Background: an optimization exercise with open tools, aiming at small area, a short achievable clock period and few clock cycles. Do not read the settings as production practice.
No activity file was given, so power comes from the tool's default toggle rates.

nickel:
==> flow/design.v <==
module odp_writer #(
    parameter int DEPTH = 17           
) (
    input  logic        clk,
    input  logic        rst_n,
    input  logic        px_in_vld,
    input  logic [15:0] px_in,
    output logic        px_in_rdy,
    output logic        MEM_REQ,
    output logic [31:0] MEM_ADDR,
    output logic [3:0]  MEM_CMD,
    output logic        MEM_WE,
    output logic [31:0] MEM_DOUT,
    output logic        MEM_WVLD,
    input  logic        MEM_WRDY,
    input  logic        MEM_ODP_SEL,
    input  logic        MEM_FIN,
    input  logic        ODP_START,
    output logic        ODP_STATUS,
    input  logic [31:0] CFG_WRITE_START_ADDR,
    input  logic [8:0]  CFG_WIDTH,
    input  logic [8:0]  CFG_HEIGHT,
    input  logic [9:0]  CFG_NUM_FMAP
);
    localparam int MD = DEPTH - 1;             
    typedef enum logic [1:0] {B_IDLE, B_REQ, B_DATA, B_FIN} bst_t;
    logic          status_q, rdy_q, in_done_q, half_q;
    logic          last_q;                     
    logic [8:0]    wlen_q, hlen_q, wc_q, hc_q;
    logic [9:0]    nc_q;
    logic [31:0]   addr_q;
    logic [31:0]   mem_q [MD];
    logic [MD-1:0] nw_q;                       
    logic [MD-1:0] rsel;                       
    logic [31:0]   dout_d, addr_d;
    logic          fin_b;
    logic [3:0]    beat_d;
    logic [DEPTH:0] tot_q;                     
    logic          hv_q;                       
    logic [31:0]   dout_q;
    logic [15:0]   px_q;
    logic          slo_q, shi_q, hz_q;         
    bst_t          bst_q;
    logic          req_q, wvld_q;
    logic [3:0]    beat_q;                     
    logic          empty_job, start, xfer, last_px, fin_px, commit, pop, ld, job_end;
    logic          can_lo, wr_lo, wr_hi, s_free, slo_d, nw_top_d, req_go;
    logic          mnz, ge16, ge15, nz;
    logic [3:0]    cnt4, cnt4m1;
    logic [3:0]    cmd_d;
    logic          last_nx;
    assign px_in_rdy  = rdy_q;
    assign ODP_STATUS = status_q;
    assign MEM_REQ    = req_q;
    assign MEM_WE     = req_q;
    assign MEM_ADDR   = addr_q;
    assign MEM_CMD    = beat_q;                   
    assign MEM_WVLD   = wvld_q;
    assign MEM_DOUT   = dout_q;
    assign empty_job = (CFG_WIDTH == '0) || (CFG_HEIGHT == '0) || (CFG_NUM_FMAP == '0);
    assign start     = !status_q && ODP_START && !empty_job;
    assign xfer      = px_in_vld && rdy_q;
    assign last_px   = last_q;
    assign fin_px    = xfer && last_px;
    assign commit    = xfer && (half_q || last_px);
    assign pop       = wvld_q && MEM_WRDY;
    assign ld        = (pop || !hv_q) && mnz;
    assign job_end   = (bst_q == B_FIN) && MEM_FIN && in_done_q && !nz;
    assign nz       = tot_q[0];
    assign ge15     = tot_q[14];
    assign ge16     = tot_q[15];
    assign mnz      = hv_q ? (shi_q ? tot_q[2] : tot_q[1]) : (shi_q ? tot_q[1] : tot_q[0]);
    always_comb begin
        cnt4   = 4'd0;                       
        cnt4m1 = 4'd0;                       
        for (int k = 0; k < 15; k++) if (tot_q[k]) cnt4 = 4'(k + 1);
        for (int k = 1; k < 16; k++) if (tot_q[k]) cnt4m1 = 4'(k);
    end
    assign can_lo   = !nw_q[MD-1];
    assign wr_lo    = slo_q && can_lo;
    assign wr_hi    = shi_q && (!slo_q || can_lo);
    assign s_free   = !slo_q || can_lo;
    assign slo_d    = xfer ? !half_q : (s_free ? 1'b0 : slo_q);
    assign nw_top_d = (wr_lo && !ld) ? nw_q[MD-2] : ((ld && !wr_lo) ? 1'b0 : nw_q[MD-1]);
    assign req_go = status_q && (ge16 || (commit && ge15) || (in_done_q && nz) || (fin_px && nz));
    assign cmd_d  = commit ? cnt4 : cnt4m1;
    always_comb begin
        if (wc_q != 9'd1)      last_nx = (wc_q == 9'd2) && (hc_q == 9'd1) && (nc_q == 10'd1);
        else if (hc_q != 9'd1) last_nx = (wlen_q == 9'd1) && (hc_q == 9'd2) && (nc_q == 10'd1);
        else                   last_nx = (wlen_q == 9'd1) && (hlen_q == 9'd1) && (nc_q == 10'd2);
    end
    always_comb begin
        dout_d = dout_q & {32{!ld}};
        for (int i = 0; i < MD; i++) dout_d = dout_d | (mem_q[i] & {32{ld && rsel[i]}});
    end
    assign beat_d = (cmd_d & {4{bst_q == B_IDLE}}) |
                    ((beat_q - 4'd1) & {4{bst_q == B_DATA && pop}}) |
                    (beat_q & {4{bst_q != B_IDLE && !(bst_q == B_DATA && pop)}});
    assign fin_b  = (bst_q == B_FIN) && MEM_FIN;
    assign addr_d = (CFG_WRITE_START_ADDR & {32{!status_q}}) |
                    ({addr_q[31:6] + 26'd1, addr_q[5:0]} & {32{status_q && fin_b}}) |
                    (addr_q & {32{status_q && !fin_b}});
    assign rsel = nw_q & ~{1'b0, nw_q[MD-1:1]};
    always_ff @(posedge clk or negedge rst_n) begin
        if (!rst_n) begin
            status_q  <= 1'b0;
            rdy_q     <= 1'b0;
            in_done_q <= 1'b0;
            half_q    <= 1'b0;
            nw_q      <= '0;
            tot_q     <= '0;
            hv_q      <= 1'b0;
            slo_q     <= 1'b0;
            shi_q     <= 1'b0;
            bst_q     <= B_IDLE;
            req_q     <= 1'b0;
            wvld_q    <= 1'b0;
        end else begin
            if (!status_q) begin
                status_q  <= start;
                rdy_q     <= start;
                in_done_q <= 1'b0;
                half_q    <= 1'b0;
            end else begin
                if (job_end) status_q <= 1'b0;
                rdy_q     <= !in_done_q && !fin_px && (!slo_d || !nw_top_d);
                in_done_q <= in_done_q || fin_px;
                half_q    <= half_q ^ xfer;
            end
            if (commit && !pop)      tot_q <= {tot_q[DEPTH-1:0], 1'b1};
            else if (pop && !commit) tot_q <= {1'b0, tot_q[DEPTH:1]};
            hv_q   <= ld || (hv_q && !pop);
            slo_q  <= slo_d;
            shi_q  <= xfer ? commit : (s_free ? 1'b0 : shi_q);
            if (wr_lo && !ld)      nw_q <= {nw_q[MD-2:0], 1'b1};
            else if (ld && !wr_lo) nw_q <= {1'b0, nw_q[MD-1:1]};
            case (bst_q)
                B_IDLE: if (req_go) begin
                    req_q <= 1'b1;
                    bst_q <= B_REQ;
                end
                B_REQ: if (MEM_ODP_SEL) begin
                    wvld_q <= 1'b1;
                    bst_q  <= B_DATA;
                end
                B_DATA: if (pop && beat_q == 4'd0) begin
                    wvld_q <= 1'b0;
                    bst_q  <= B_FIN;
                end
                B_FIN: if (MEM_FIN) begin
                    req_q <= 1'b0;
                    bst_q <= B_IDLE;
                end
                default: bst_q <= B_IDLE;
            endcase
        end
    end
    always_ff @(posedge clk) begin
        if (!status_q) begin
            wlen_q <= CFG_WIDTH;
            hlen_q <= CFG_HEIGHT;
            wc_q   <= CFG_WIDTH;
            hc_q   <= CFG_HEIGHT;
            nc_q   <= CFG_NUM_FMAP;
            last_q <= (CFG_WIDTH == 9'd1) && (CFG_HEIGHT == 9'd1) && (CFG_NUM_FMAP == 10'd1);
        end else begin
            if (xfer) last_q <= last_nx;
            if (xfer) begin
                if (wc_q == 9'd1) begin
                    wc_q <= wlen_q;
                    if (hc_q == 9'd1) begin
                        hc_q <= hlen_q;
                        nc_q <= nc_q - 10'd1;
                    end else begin
                        hc_q <= hc_q - 9'd1;
                    end
                end else begin
                    wc_q <= wc_q - 9'd1;
                end
            end
        end
        beat_q <= beat_d;
        dout_q <= dout_d;
        addr_q <= addr_d;
    end
    always_ff @(posedge clk) begin
        if (xfer) begin
            px_q <= px_in;
            hz_q <= !half_q;
        end
        if (wr_lo) begin
            for (int i = 1; i < MD; i++) mem_q[i] <= mem_q[i-1];
            mem_q[0][15:0] <= px_q;
        end
        if (wr_hi) mem_q[0][31:16] <= hz_q ? 16'h0000 : px_q;
    end
endmodule
Settings: LEC_CHECK=0, ABC_CLOCK_PERIOD_IN_PS=2000, CAP_MARGIN=20, CORE_MARGIN=2, CORE_UTILIZATION=65, CTS_CLUSTER_DIAMETER=100, CTS_CLUSTER_SIZE=20, SLEW_MARGIN=20; clock period 12.0 ns.
standard.sh (not shown) runs the stock make flow with config.mk's settings and CLKGATE_MAP_FILE= SYNTH_SCRIPT=/design/flow/synth_recipe.tcl, a recipe that flattens the netlist after the stock synthesis.
==> flow/flow/run.sh <==
#!/bin/bash
# Own layout flow: the standard ORFS flow (standard.sh), with
#  - the port buffers made from buf_2 cells instead of the default delay-buffer cells,
set -euo pipefail
export BUFFER_PORTS_ARGS="-buffer_cell sky130_fd_sc_hd__buf_2"
bash standard.sh SETUP_SLACK_MARGIN=8.5 finish > flow_make.log 2>&1
nickel finished all stages; the layout is clean.
The following lists how maple was set up differently from nickel:
- a change of ABC_CLOCK_PERIOD_IN_PS from 2000 to 3000
## What came out
- nickel -> maple: area share of xor/xnor cells in the synthesized design delta 0, exact match
- maple -> nickel: first-pass GRT wire length delta 0, exact match
- Diff maple..nickel | number of cell rows | unchanged
- Taking nickel as the reference, in maple placer congestion estimate ~0 delta; core utilization of the finished layout neither gained nor lost much; fraction of synthesis flops using an asynchronous set or reset pin held steady.
- maple completed; timing, DRC and antenna clean
- nickel -> maple: area growth from synthesis to layout delta 0, exact match
Input changes introduced in ember (baseline for comparison: maple):
- CTS_CLUSTER_DIAMETER changed from 100 to 110
- CTS_CLUSTER_SIZE changed from 20 to 24
--- outcome ---
- ember vs maple — via count climbed slightly
- ember vs. maple: portion of the clock cycle consumed by the worst path in the final layout essentially unchanged; count of buffering cells on the critical path with inverters included went up 2.
- As far as clock input transition at the sequential cells of the worst setup and hold paths is concerned, maple and ember perform about the same.
- Per the comparison of ember with maple, non-clock buffer count in the final layout moved down, number of H-tree levels level, maximum fanout along the worst path moved up, flip-flop and latch count level.
Function was not checked in any run of this note: the RTL went through the layout flow alone.

* * *

Setup of lane 4:
odp_writer, a different RTL version from the one above (not shown whole).
Size: roughly 1,400 cells after synthesis, roughly 660 flip-flops, ~160 I/O pins.
==> flow/config.mk <==
export PLATFORM = sky130hd
export DESIGN_NAME = odp_writer
export DESIGN_NICKNAME = odp_writer
export VERILOG_FILES = /design/flow/design.v
export SDC_FILE = /design/flow/constraint.sdc
export NUM_CORES = 4
export LEC_CHECK = 0
export ABC_CLOCK_PERIOD_IN_PS = 3000
export CAP_MARGIN = 20
export CORE_MARGIN = 2
export CORE_UTILIZATION = 55
export SLEW_MARGIN = 20
==> flow/constraint.sdc <==
create_clock -name core_clock -period 12.0 [get_ports {clk}]
set_input_delay 2.4000 -clock core_clock [delete_from_list [all_inputs] [get_ports {clk}]]
set_output_delay 2.4000 -clock core_clock [all_outputs]
set_load 0.01 [all_outputs]
==> flow/flow/run.sh <==
#!/bin/bash
# Own layout flow: the standard ORFS flow (standard.sh), with
#  - the port buffers made from buf_2 cells instead of the default delay-buffer cells,
set -euo pipefail
export BUFFER_PORTS_ARGS="-buffer_cell sky130_fd_sc_hd__buf_2"
bash standard.sh SETUP_SLACK_MARGIN=${MARGIN:-8} finish > flow_make.log 2>&1
Lane 4 was carried through to the last stage, and its layout satisfied the timing, design-rule and antenna checks.
Edits applied to the flow inputs when going from lane 4 to lane 3:
==> flow/run.sh (new file) <==
#!/bin/bash
# synth_recipe.tcl (not shown) runs the flow's synth.tcl, then flattens the netlist and writes it again
# the make line also repeats each setting of config.mk as NAME=value (left out here)
make -C /OpenROAD-flow-scripts/flow DESIGN_CONFIG=/design/flow/config.mk WORK_HOME=/design/flow/orfs CLKGATE_MAP_FILE= SYNTH_SCRIPT=/design/flow/synth_recipe.tcl finish
removed: flow/flow/run.sh
removed: flow/standard.sh
==> run summary <==
Lane 3 completed every stage of the flow, and the final layout passed the timing, design-rule and antenna checks. Compared with lane 4, lane 3 shows a lower antenna cell count. Against lane 4, the final cell area of lane 3 is higher. Lane 3 and lane 4 ended up with roughly the same cell count after placement. In lane 3 relative to lane 4, routed metal-1 wirelength had gone down by a few percent. The pre-CTS setup slack in lane 3 was lower than what lane 4 gave. Endpoint required time on the critical path: lane 3 vs lane 4, no meaningful difference. Per the comparison of lane 3 with lane 4, final weighted congestion of routability-driven global placement rose 0.0031, total power rose 0.47%, minimum clock period after layout rose 1.09 ns.
No run of this note included a check of the RTL's function; only the layout flow was run.

==> what the ideal ports hide <==
The results above use ideal ports. As a check the final layouts listed here were re-extracted and re-timed, cells and wires unchanged.
Step 1, drivers: a clkbuf_16 drives clk and a buf_2 each remaining input, both assumed.
Step 2 adds t to the input delays and takes it off the output delays; t is the mean of the earliest and latest rising clock arrival at the registers after step 1. Input paths then give back, and output paths get back, about the clock's delay inside the block.
Three values: ideal, step 1, step 2; two values: the first two.
| run | t (ns) | setup WS [ns] | worst slew at a driven data input, ns |
|---|---|---|---|
| nickel | 0.631 | 8.448 / 8.391 / 7.876 | 0.09 |
| maple | 0.631 | 8.448 / 8.391 / 7.876 | 0.09 |
| ember | 0.631 | 8.440 / 8.397 / 7.827 | 0.09 |
| lane 4 | 0.653 | 8.149 / 8.188 / 7.535 | 0.06 |
| lane 3 | 0.644 | 7.056 / 7.079 / 6.435 | 0.07 |
After both steps every run listed still meets setup and hold. The setup slack of lane 3, which loses most, moves by +0.023 ns with the drivers and by -0.621 ns with both steps.
